What follows belongs to an exercise in optimizing a design on an open flow for small area, a short achievable clock period and few clock cycles per item; a production flow would make more cautious choices. Only simulation tests tie the RTL to the original design; equivalence was not proved. Power is estimated from default activity; no workload was simulated.

==> wip/zinc: inputs <==
==> flow/design.v (excerpt) <==
module mcm_pipe (
    input  logic         clk,
    input  logic         rst,
    input  logic         in_valid,
    output logic         in_ready,
    input  logic [31:0]  in_x,
    input  logic [4:0]   in_frac,
    input  logic         in_mode,
    output logic         out_valid,
    input  logic         out_ready,
    output logic [255:0] out_y
);
    localparam int unsigned NB = 54;
    logic                    sk_valid;
    logic [31:0]             sk_x;
    logic [5:0]              sk_idx;
    logic                    s1_valid;
    logic                    s2_valid;
    logic                    s1_load;
    logic                    s2_load;
    logic [31:0]             src_x;
    logic [5:0]              src_idx;
    logic [31:0]             x_q;
    logic [mcm_pkg::CW-1:0]  c_q;
    logic [63:0]             y_c [4];
    logic [NB-1:0]           r_q [4];
    assign in_ready  = !sk_valid;
    assign s2_load   = !s2_valid || out_ready;
    assign s1_load   = !s1_valid || s2_load;
    assign out_valid = s2_valid;
    assign src_x     = sk_valid ? sk_x   : in_x;
    assign src_idx   = sk_valid ? sk_idx : {in_mode, in_frac};
    always_ff @(posedge clk) begin
        if (rst) begin
            sk_valid <= 1'b0;
            s1_valid <= 1'b0;
            s2_valid <= 1'b0;
        end else begin
            if (sk_valid) begin
                if (s1_load) sk_valid <= 1'b0;
            end else begin
                if (!s1_load) sk_valid <= in_valid;
            end
            if (s1_load) s1_valid <= sk_valid || in_valid;
            if (s2_load) s2_valid <= s1_valid;
        end
    end
    always_ff @(posedge clk) begin
        if (!sk_valid) begin
            sk_x   <= in_x;
            sk_idx <= {in_mode, in_frac};
        end
    end
    always_ff @(posedge clk) begin
        if (s1_load) begin
            x_q <= src_x;
            c_q <= mcm_pkg::coef_row(src_idx);
        end
    end
    for (genvar ch = 0; ch < 4; ch++) begin : g_lane
        mcm_lane #(.CW(mcm_pkg::CW)) u_lane (.x(x_q[ch*8 +: 8]), .c(c_q), .y(y_c[ch]));
        always_ff @(posedge clk) begin
  ...
==> module mcm_pipe, before the edit <==
module mcm_pipe (
    input  logic         clk,
    input  logic         rst,
    input  logic         in_valid,
    output logic         in_ready,
    input  logic [31:0]  in_x,
    input  logic [4:0]   in_frac,
    input  logic         in_mode,
    output logic         out_valid,
    input  logic         out_ready,
    output logic [255:0] out_y
);
    localparam int unsigned NB = 54;
    logic                    sk_valid;
    logic [31:0]             sk_x;
    logic [5:0]              sk_idx;
    logic                    s1_valid;
    logic                    s2_valid;
    logic                    s1_load;
    logic                    s2_load;
    logic [31:0]             src_x;
    logic [5:0]              src_idx;
    logic [31:0]             x_q;
    logic [mcm_pkg::CW-1:0]  c_q;
    logic [63:0]             y_c [4];
    logic [NB-1:0]           r_q [4];
    assign in_ready  = !sk_valid;
    assign s2_load   = !s2_valid || out_ready;
    assign s1_load   = !s1_valid || s2_load;
    assign out_valid = s2_valid;
    assign src_x     = sk_valid ? sk_x   : in_x;
    assign src_idx   = sk_valid ? sk_idx : {in_mode, in_frac};
    always_ff @(posedge clk) begin
        if (rst) begin
            sk_valid <= 1'b0;
            s1_valid <= 1'b0;
            s2_valid <= 1'b0;
        end else begin
            if (sk_valid) begin
                if (s1_load) sk_valid <= 1'b0;
            end else begin
                if (!s1_load) sk_valid <= in_valid;
            end
            if (s1_load) s1_valid <= sk_valid || in_valid;
            if (s2_load) s2_valid <= s1_valid;
        end
    end
    always_ff @(posedge clk) begin
        if (!sk_valid) begin
            sk_x   <= in_x;
            sk_idx <= {in_mode, in_frac};
        end
    end
    always_ff @(posedge clk) begin
        if (s1_load) begin
            x_q <= src_x;
            c_q <= mcm_pkg::coef_row(src_idx);
        end
    end
    for (genvar ch = 0; ch < 4; ch++) begin : g_lane
        mcm_lane #(.CW(mcm_pkg::CW)) u_lane (.x(x_q[ch*8 +: 8]), .c(c_q), .y(y_c[ch]));
        always_ff @(posedge clk) begin
            if (s2_load) r_q[ch] <= {y_c[ch][60:48], y_c[ch][45:32], y_c[ch][29:16], y_c[ch][12:0]};
        end
        assign out_y[ch*64 +: 64] = {{{3{r_q[ch][53]}}, r_q[ch][53:41]}, {2'd0, r_q[ch][40:27]}, {2'd0, r_q[ch][26:13]}, {{3{r_q[ch][12]}}, r_q[ch][12:0]}};
    end
endmodule
clock: 10.0 ns
lec_check: 0
cap_margin: 20
core_margin: 2
core_utilization: 40
cts_cluster_diameter: 100
cts_cluster_size: 30
slew_margin: 20
standard.sh (not shown) runs the stock make flow with config.mk's settings and CLKGATE_MAP_FILE= SYNTH_SCRIPT=/design/flow/synth_recipe.tcl, a recipe that flattens the netlist after the stock synthesis.
==> flow/flow/run.sh <==
#!/bin/bash
set -euo pipefail
cd "$(dirname "$0")/.."
export BUFFER_PORTS_ARGS="-buffer_cell sky130_fd_sc_hd__buf_1"
export SETUP_SLACK_MARGIN=6.0
bash standard.sh > standard_flow.log 2>&1
==> wip/harbor: changes against wip/zinc <==
--- a/flow/design.v
+++ b/flow/design.v
@@ -706,61 +706,25 @@
     input  logic [4:0]   in_frac,
     input  logic         in_mode,
     output logic         out_valid,
     input  logic         out_ready,
     output logic [255:0] out_y
 );
-    localparam int unsigned NB = 54;
-    logic                    sk_valid;
-    logic [31:0]             sk_x;
-    logic [5:0]              sk_idx;
-    logic                    s1_valid;
-    logic                    s2_valid;
-    logic                    s1_load;
-    logic                    s2_load;
-    logic [31:0]             src_x;
-    logic [5:0]              src_idx;
+    logic                    v_q;
     logic [31:0]             x_q;
     logic [mcm_pkg::CW-1:0]  c_q;
-    logic [63:0]             y_c [4];
-    logic [NB-1:0]           r_q [4];
-    assign in_ready  = !sk_valid;
-    assign s2_load   = !s2_valid || out_ready;
-    assign s1_load   = !s1_valid || s2_load;
-    assign out_valid = s2_valid;
-    assign src_x     = sk_valid ? sk_x   : in_x;
-    assign src_idx   = sk_valid ? sk_idx : {in_mode, in_frac};
+    assign in_ready  = !v_q || out_ready;
+    assign out_valid = v_q;
     always_ff @(posedge clk) begin
-        if (rst) begin
-            sk_valid <= 1'b0;
-            s1_valid <= 1'b0;
-            s2_valid <= 1'b0;
-        end else begin
-            if (sk_valid) begin
-                if (s1_load) sk_valid <= 1'b0;
-            end else begin
-                if (!s1_load) sk_valid <= in_valid;
-            end
-            if (s1_load) s1_valid <= sk_valid || in_valid;
-            if (s2_load) s2_valid <= s1_valid;
-        end
+        if (rst) v_q <= 1'b0;
+        else if (in_ready) v_q <= in_valid;
     end
     always_ff @(posedge clk) begin
-        if (!sk_valid) begin
-            sk_x   <= in_x;
-            sk_idx <= {in_mode, in_frac};
-        end
-    end
-    always_ff @(posedge clk) begin
-        if (s1_load) begin
-            x_q <= src_x;
-            c_q <= mcm_pkg::coef_row(src_idx);
+        if (in_ready) begin
+            x_q <= in_x;
+            c_q <= mcm_pkg::coef_row({in_mode, in_frac});
         end
     end
     for (genvar ch = 0; ch < 4; ch++) begin : g_lane
-        mcm_lane #(.CW(mcm_pkg::CW)) u_lane (.x(x_q[ch*8 +: 8]), .c(c_q), .y(y_c[ch]));
-        always_ff @(posedge clk) begin
-            if (s2_load) r_q[ch] <= {y_c[ch][60:48], y_c[ch][45:32], y_c[ch][29:16], y_c[ch][12:0]};
-        end
-        assign out_y[ch*64 +: 64] = {{{3{r_q[ch][53]}}, r_q[ch][53:41]}, {2'd0, r_q[ch][40:27]}, {2'd0, r_q[ch][26:13]}, {{3{r_q[ch][12]}}, r_q[ch][12:0]}};
+        mcm_lane #(.CW(mcm_pkg::CW)) u_lane (.x(x_q[ch*8 +: 8]), .c(c_q), .y(out_y[ch*64 +: 64]));
     end
 endmodule
==> flow/flow/run.sh (replaced) <==
#!/bin/bash
set -euo pipefail
cd "$(dirname "$0")/.."
export BUFFER_PORTS_ARGS="-buffer_cell sky130_fd_sc_hd__buf_2"
bash standard.sh > standard_flow.log 2>&1
--- a/flow/config.mk
+++ b/flow/config.mk
@@ -5,9 +5,8 @@
 export SDC_FILE = /design/flow/constraint.sdc
 export NUM_CORES = 4
 export LEC_CHECK = 0
 export CAP_MARGIN = 20
 export CORE_MARGIN = 2
 export CORE_UTILIZATION = 40
-export CTS_CLUSTER_DIAMETER = 100
-export CTS_CLUSTER_SIZE = 30
+export SETUP_SLACK_MARGIN = 4
 export SLEW_MARGIN = 20
==> wip/yarrow: changes against wip/zinc <==
--- a/flow/design.v
+++ b/flow/design.v
@@ -443,13 +443,13 @@
     assign n62 = n45 ^ n46 ^ 1'b1;
     assign n63 = (n45 & n46) | (1'b1 & (n45 ^ n46));
     assign n64 = n47 ^ n24 ^ n31;
     assign n65 = (n47 & n24) | (n31 & (n47 ^ n24));
     wire [12:0] n66 = {1'b1, n33, n65, n63, n61, n59, n57, n55, n53, n51, n49, n48, n1};
     wire [12:0] n67 = {1'b0, 1'b1, n32, n64, n62, n60, n58, n56, n54, n52, n50, 1'b1, 1'b0};
-    wire [12:0] n68 = ~((~n66) + (~n67) + 13'd0);
+    wire [12:0] n68 = ~((~n66) - n67 - 13'd1);
     assign y[15:0] = {{3{n68[12]}}, n68};
     assign n69 = (c[5] & x[0]);
     assign n70 = (c[5] & x[1]) | (c[6] & x[0]);
     assign n71 = (c[5] & x[2]) | (c[6] & x[1]);
     assign n72 = (c[5] & x[3]) | (c[6] & x[2]);
     assign n73 = (c[5] & x[4]) | (c[6] & x[3]);
@@ -532,13 +532,13 @@
     assign n150 = n129 ^ n76;
     assign n151 = n129 & n76;
     assign n152 = n77 ^ 1'b1;
     assign n153 = n77 & 1'b1;
     wire [13:0] n154 = {n151, n149, n147, n145, n143, n141, n139, n137, n135, n133, n131, n130, n79, n78};
     wire [13:0] n155 = {n152, n150, n148, n146, n144, n142, n140, n138, n136, n134, n132, 1'b1, n99, n98};
-    wire [13:0] n156 = ~((~n154) + (~n155) + 14'd0);
+    wire [13:0] n156 = ~((~n154) - n155 - 14'd1);
     assign y[31:16] = {2'd0, n156};
     assign n157 = (c[16] & x[0]);
     assign n158 = (c[16] & x[1]) | (c[17] & x[0]);
     assign n159 = (c[16] & x[2]) | (c[17] & x[1]);
     assign n160 = (c[16] & x[3]) | (c[17] & x[2]);
     assign n161 = (c[16] & x[4]) | (c[17] & x[3]);
@@ -621,13 +621,13 @@
     assign n238 = n217 ^ n164;
     assign n239 = n217 & n164;
     assign n240 = n165 ^ 1'b1;
     assign n241 = n165 & 1'b1;
     wire [13:0] n242 = {n239, n237, n235, n233, n231, n229, n227, n225, n223, n221, n219, n218, n167, n166};
     wire [13:0] n243 = {n240, n238, n236, n234, n232, n230, n228, n226, n224, n222, n220, 1'b1, n187, n186};
-    wire [13:0] n244 = ~((~n242) + (~n243) + 14'd0);
+    wire [13:0] n244 = ~((~n242) - n243 - 14'd1);
     assign y[47:32] = {2'd0, n244};
     assign n245 = ~((c[27] & x[0]));
     assign n246 = ~((c[27] & x[1]));
     assign n247 = ~((c[27] & x[2]));
     assign n248 = ~((c[27] & x[3]));
     assign n249 = ~((c[27] & x[4]));
@@ -690,13 +690,13 @@
     assign n306 = n289 ^ n290 ^ 1'b1;
     assign n307 = (n289 & n290) | (1'b1 & (n289 ^ n290));
     assign n308 = n291 ^ n268 ^ n275;
     assign n309 = (n291 & n268) | (n275 & (n291 ^ n268));
     wire [12:0] n310 = {1'b1, n277, n309, n307, n305, n303, n301, n299, n297, n295, n293, n292, n245};
     wire [12:0] n311 = {1'b0, 1'b1, n276, n308, n306, n304, n302, n300, n298, n296, n294, 1'b1, 1'b0};
-    wire [12:0] n312 = ~((~n310) + (~n311) + 13'd0);
+    wire [12:0] n312 = ~((~n310) - n311 - 13'd1);
     assign y[63:48] = {{3{n312[12]}}, n312};
 endmodule
 import mcm_pkg::*;
 module mcm_pipe (
     input  logic         clk,
     input  logic         rst,
==> flow/flow/run.sh (replaced) <==
#!/bin/bash
set -euo pipefail
cd "$(dirname "$0")/.."
export BUFFER_PORTS_ARGS="-buffer_cell sky130_fd_sc_hd__buf_1"
export SETUP_SLACK_MARGIN=6.6
bash standard.sh > standard_flow.log 2>&1
--- a/flow/config.mk
+++ b/flow/config.mk
@@ -5,9 +5,7 @@
 export SDC_FILE = /design/flow/constraint.sdc
 export NUM_CORES = 4
 export LEC_CHECK = 0
 export CAP_MARGIN = 20
 export CORE_MARGIN = 2
 export CORE_UTILIZATION = 40
-export CTS_CLUSTER_DIAMETER = 100
-export CTS_CLUSTER_SIZE = 30
 export SLEW_MARGIN = 20
==> wip/pepper: changes against wip/zinc <==
--- a/flow/design.v
+++ b/flow/design.v
@@ -443,13 +443,13 @@
     assign n62 = n45 ^ n46 ^ 1'b1;
     assign n63 = (n45 & n46) | (1'b1 & (n45 ^ n46));
     assign n64 = n47 ^ n24 ^ n31;
     assign n65 = (n47 & n24) | (n31 & (n47 ^ n24));
     wire [12:0] n66 = {1'b1, n33, n65, n63, n61, n59, n57, n55, n53, n51, n49, n48, n1};
     wire [12:0] n67 = {1'b0, 1'b1, n32, n64, n62, n60, n58, n56, n54, n52, n50, 1'b1, 1'b0};
-    wire [12:0] n68 = ~((~n66) + (~n67) + 13'd0);
+    wire [12:0] n68 = ~((~n66) - n67 - 13'd1);
     assign y[15:0] = {{3{n68[12]}}, n68};
     assign n69 = (c[5] & x[0]);
     assign n70 = (c[5] & x[1]) | (c[6] & x[0]);
     assign n71 = (c[5] & x[2]) | (c[6] & x[1]);
     assign n72 = (c[5] & x[3]) | (c[6] & x[2]);
     assign n73 = (c[5] & x[4]) | (c[6] & x[3]);
@@ -532,13 +532,13 @@
     assign n150 = n129 ^ n76;
     assign n151 = n129 & n76;
     assign n152 = n77 ^ 1'b1;
     assign n153 = n77 & 1'b1;
     wire [13:0] n154 = {n151, n149, n147, n145, n143, n141, n139, n137, n135, n133, n131, n130, n79, n78};
     wire [13:0] n155 = {n152, n150, n148, n146, n144, n142, n140, n138, n136, n134, n132, 1'b1, n99, n98};
-    wire [13:0] n156 = ~((~n154) + (~n155) + 14'd0);
+    wire [13:0] n156 = ~((~n154) - n155 - 14'd1);
     assign y[31:16] = {2'd0, n156};
     assign n157 = (c[16] & x[0]);
     assign n158 = (c[16] & x[1]) | (c[17] & x[0]);
     assign n159 = (c[16] & x[2]) | (c[17] & x[1]);
     assign n160 = (c[16] & x[3]) | (c[17] & x[2]);
     assign n161 = (c[16] & x[4]) | (c[17] & x[3]);
@@ -621,13 +621,13 @@
     assign n238 = n217 ^ n164;
     assign n239 = n217 & n164;
     assign n240 = n165 ^ 1'b1;
     assign n241 = n165 & 1'b1;
     wire [13:0] n242 = {n239, n237, n235, n233, n231, n229, n227, n225, n223, n221, n219, n218, n167, n166};
     wire [13:0] n243 = {n240, n238, n236, n234, n232, n230, n228, n226, n224, n222, n220, 1'b1, n187, n186};
-    wire [13:0] n244 = ~((~n242) + (~n243) + 14'd0);
+    wire [13:0] n244 = ~((~n242) - n243 - 14'd1);
     assign y[47:32] = {2'd0, n244};
     assign n245 = ~((c[27] & x[0]));
     assign n246 = ~((c[27] & x[1]));
     assign n247 = ~((c[27] & x[2]));
     assign n248 = ~((c[27] & x[3]));
     assign n249 = ~((c[27] & x[4]));
@@ -690,13 +690,13 @@
     assign n306 = n289 ^ n290 ^ 1'b1;
     assign n307 = (n289 & n290) | (1'b1 & (n289 ^ n290));
     assign n308 = n291 ^ n268 ^ n275;
     assign n309 = (n291 & n268) | (n275 & (n291 ^ n268));
     wire [12:0] n310 = {1'b1, n277, n309, n307, n305, n303, n301, n299, n297, n295, n293, n292, n245};
     wire [12:0] n311 = {1'b0, 1'b1, n276, n308, n306, n304, n302, n300, n298, n296, n294, 1'b1, 1'b0};
-    wire [12:0] n312 = ~((~n310) + (~n311) + 13'd0);
+    wire [12:0] n312 = ~((~n310) - n311 - 13'd1);
     assign y[63:48] = {{3{n312[12]}}, n312};
 endmodule
 import mcm_pkg::*;
 module mcm_pipe (
     input  logic         clk,
     input  logic         rst,
@@ -706,61 +706,25 @@
     input  logic [4:0]   in_frac,
     input  logic         in_mode,
     output logic         out_valid,
     input  logic         out_ready,
     output logic [255:0] out_y
 );
-    localparam int unsigned NB = 54;
-    logic                    sk_valid;
-    logic [31:0]             sk_x;
-    logic [5:0]              sk_idx;
-    logic                    s1_valid;
-    logic                    s2_valid;
-    logic                    s1_load;
-    logic                    s2_load;
-    logic [31:0]             src_x;
-    logic [5:0]              src_idx;
+    logic                    v_q;
     logic [31:0]             x_q;
     logic [mcm_pkg::CW-1:0]  c_q;
-    logic [63:0]             y_c [4];
-    logic [NB-1:0]           r_q [4];
-    assign in_ready  = !sk_valid;
-    assign s2_load   = !s2_valid || out_ready;
-    assign s1_load   = !s1_valid || s2_load;
-    assign out_valid = s2_valid;
-    assign src_x     = sk_valid ? sk_x   : in_x;
-    assign src_idx   = sk_valid ? sk_idx : {in_mode, in_frac};
+    assign in_ready  = !v_q || out_ready;
+    assign out_valid = v_q;
     always_ff @(posedge clk) begin
-        if (rst) begin
-            sk_valid <= 1'b0;
-            s1_valid <= 1'b0;
-            s2_valid <= 1'b0;
-        end else begin
-            if (sk_valid) begin
-                if (s1_load) sk_valid <= 1'b0;
-            end else begin
-                if (!s1_load) sk_valid <= in_valid;
-            end
-            if (s1_load) s1_valid <= sk_valid || in_valid;
-            if (s2_load) s2_valid <= s1_valid;
-        end
+        if (rst) v_q <= 1'b0;
+        else if (in_ready) v_q <= in_valid;
     end
     always_ff @(posedge clk) begin
-        if (!sk_valid) begin
-            sk_x   <= in_x;
-            sk_idx <= {in_mode, in_frac};
-        end
-    end
-    always_ff @(posedge clk) begin
-        if (s1_load) begin
-            x_q <= src_x;
-            c_q <= mcm_pkg::coef_row(src_idx);
+        if (in_ready) begin
+            x_q <= in_x;
+            c_q <= mcm_pkg::coef_row({in_mode, in_frac});
         end
     end
     for (genvar ch = 0; ch < 4; ch++) begin : g_lane
-        mcm_lane #(.CW(mcm_pkg::CW)) u_lane (.x(x_q[ch*8 +: 8]), .c(c_q), .y(y_c[ch]));
-        always_ff @(posedge clk) begin
-            if (s2_load) r_q[ch] <= {y_c[ch][60:48], y_c[ch][45:32], y_c[ch][29:16], y_c[ch][12:0]};
-        end
-        assign out_y[ch*64 +: 64] = {{{3{r_q[ch][53]}}, r_q[ch][53:41]}, {2'd0, r_q[ch][40:27]}, {2'd0, r_q[ch][26:13]}, {{3{r_q[ch][12]}}, r_q[ch][12:0]}};
+        mcm_lane #(.CW(mcm_pkg::CW)) u_lane (.x(x_q[ch*8 +: 8]), .c(c_q), .y(out_y[ch*64 +: 64]));
     end
 endmodule
==> flow/flow/run.sh (replaced) <==
#!/bin/bash
set -euo pipefail
cd "$(dirname "$0")/.."
export BUFFER_PORTS_ARGS="-buffer_cell sky130_fd_sc_hd__buf_2"
bash standard.sh > standard_flow.log 2>&1
--- a/flow/config.mk
+++ b/flow/config.mk
@@ -5,9 +5,8 @@
 export SDC_FILE = /design/flow/constraint.sdc
 export NUM_CORES = 4
 export LEC_CHECK = 0
 export CAP_MARGIN = 20
 export CORE_MARGIN = 2
 export CORE_UTILIZATION = 40
-export CTS_CLUSTER_DIAMETER = 100
-export CTS_CLUSTER_SIZE = 30
+export SETUP_SLACK_MARGIN = 3.5
 export SLEW_MARGIN = 20
==> summary.md <==
| Metric | Value |
|---|---|
| Status | `timing/DRC/antenna clean` |
| P_comb | `between 8 and 9 mW` |
| Die H | `approximately 240 microns` |
| Area post-placement | `0.0246 sq mm` |
| Die Wd | `about 240 microns` |
| Clk slew on worst S/H paths | `about 0.080 ns` |
| CTS buffer count | `9` |
| Routed metal-1 wirelength | `around 32,000 microns` |
| Die area | `0.0591 sq mm` |
| CP Cell Sequence | `buf_6 > buf_12 > buf_4 > a222oi_1 > ha_1 > inv_1 > fa_1 > ha_4 > nand2_1 > o31ai_4 > a221o_1 > buf_4 > buf_6 > a21oi_2 > a311oi_1 > buf_2` |
| Final net count | `about 3,600` |
| Core area | `between 0.05 and 0.06 sq mm` |
| Clk. pwr | `approximately 0.34 mW` |
| Clock latency on the worst-skew pair | `between 0.3 and 0.4 ns` |
| ANT cells | `1` |
That was wip/harbor.
==> summary.md <==
| Metric | Value |
|---|---|
| Clk. pwr | `about 0.37 mW` |
| Final net count | `roughly 3,400` |
| Area post-placement | `~0.024 sq mm` |
| Clock latency on the worst-skew pair | `~0.37 ns` |
| P_comb | `around 6.7 mW` |
| Die area | `0.0571 sq mm` |
| Core area | `between 0.05 and 0.06 sq mm` |
| Die Wd | `239 microns` |
| Routability cong. | `about 0.9` |
| Post-Synth XOR/XNOR Area | `about 7%` |
| Status | `timing/DRC/antenna clean` |
| DR pass1 iterations | `9` |
That was wip/pepper.
==> summary.md <==
| Metric | Value |
|---|---|
| Clk. pwr | `1.51 mW` |
| ANT cells | `2` |
| Design Power | `11.0 mW` |
| Final net count | `between 3,000 and 4,000` |
| Status | `timing/DRC/antenna clean` |
| Die area | `a little under 0.08 sq mm` |
| Clock latency on the worst-skew pair | `~0.60 ns` |
| Routed metal-1 wirelength | `39,200 microns` |
| P_comb | `7.08 mW` |
| Core area | `0.0747 sq mm` |
| Die H | `between 200 and 300 microns` |
| CP Cell Sequence | `buf_6 > buf_8 > a222oi_1 > fa_1 > inv_1 > fa_1 > ha_4 > a211o_1 > a31oi_4 > o31ai_4 > nor3_2 > nor2_2 > o41a_1` |
| Wire per inst | `just over 20 microns` |
| Die Wd | `between 200 and 300 microns` |
That was wip/yarrow.
==> summary.md <==
| Metric | Value |
|---|---|
| Status | `timing/DRC/antenna clean` |
| Die Wd | `between 200 and 300 microns` |
| Clk. pwr | `between 1 and 1.5 mW` |
| Die area | `around 0.077 sq mm` |
| ANT cells | `0` |
| CP Cell Sequence | `clkbuf_8 > nand2_1 > fa_1 > inv_1 > fa_1 > ha_1 > a21oi_1 > a21boi_1 > o31a_1 > and4_1 > or4_1` |
| Clock latency on the worst-skew pair | `about 0.59 ns` |
| CTS buffer count | `21` |
| Non-clock buffer share | `roughly 5.8%` |
| P_comb | `about 4.9 mW` |
| Die H | `roughly 280 microns` |
| Clk slew on worst S/H paths | `around 0.11 ns` |
| Signal buffers | `about 370` |
| Routability cong. | `0.911` |
| Area post-placement | `around 0.032 sq mm` |
| Most common cell after layout, fill and taps aside | `inv_1` |
| Core area | `0.0741 sq mm` |
That was wip/zinc.
Testbench counts of wip/zinc, summed over its fixed seeds: cycles 9,616, items 9,600.
Testbench counts of wip/harbor, summed over its fixed seeds: cycles 9,608, items 9,600.
Testbench counts of wip/yarrow, summed over its fixed seeds: cycles 9,616, items 9,600.
Testbench counts of wip/pepper, summed over its fixed seeds: cycles 9,608, items 9,600.

[afterwards: timing with drivers on the ports]
The results above use ideal ports. As a check the final layouts listed here were re-extracted and re-timed, cells and wires unchanged. Step 1, drivers: a clkbuf_16 drives clk and a buf_2 each remaining input, both assumed. Step 2, shift: input delay + t, output delay - t, t = (earliest + latest rising clock arrival at the registers) / 2. This alone moves slack from input paths to output paths. Three values: no drivers, after step 1, after step 2; two values: the first two.
run | t (ns) | setup slack, ns | hold slack, ns | worst register clock-pin slew, ns
wip/zinc | 0.639 | 6.170 / 6.138 / 5.730 | 0.482 / 0.482 / 0.482 | 0.12 / 0.12
wip/harbor | 0.430 | 3.949 / 3.894 / 4.324 | 1.120 / 1.120 / 1.120 | 0.08 / 0.08
wip/yarrow | 0.649 | 6.223 / 6.223 / 6.033 | 0.469 / 0.469 / 0.469 | 0.07 / 0.07
wip/pepper | 0.412 | 3.578 / 3.531 / 3.944 | 0.780 / 0.780 / 0.780 | 0.07 / 0.07
After both steps every run listed still meets setup and hold. For wip/zinc, which loses most, drivers alone change the setup slack by -0.032 ns; drivers and shift together by -0.440 ns.
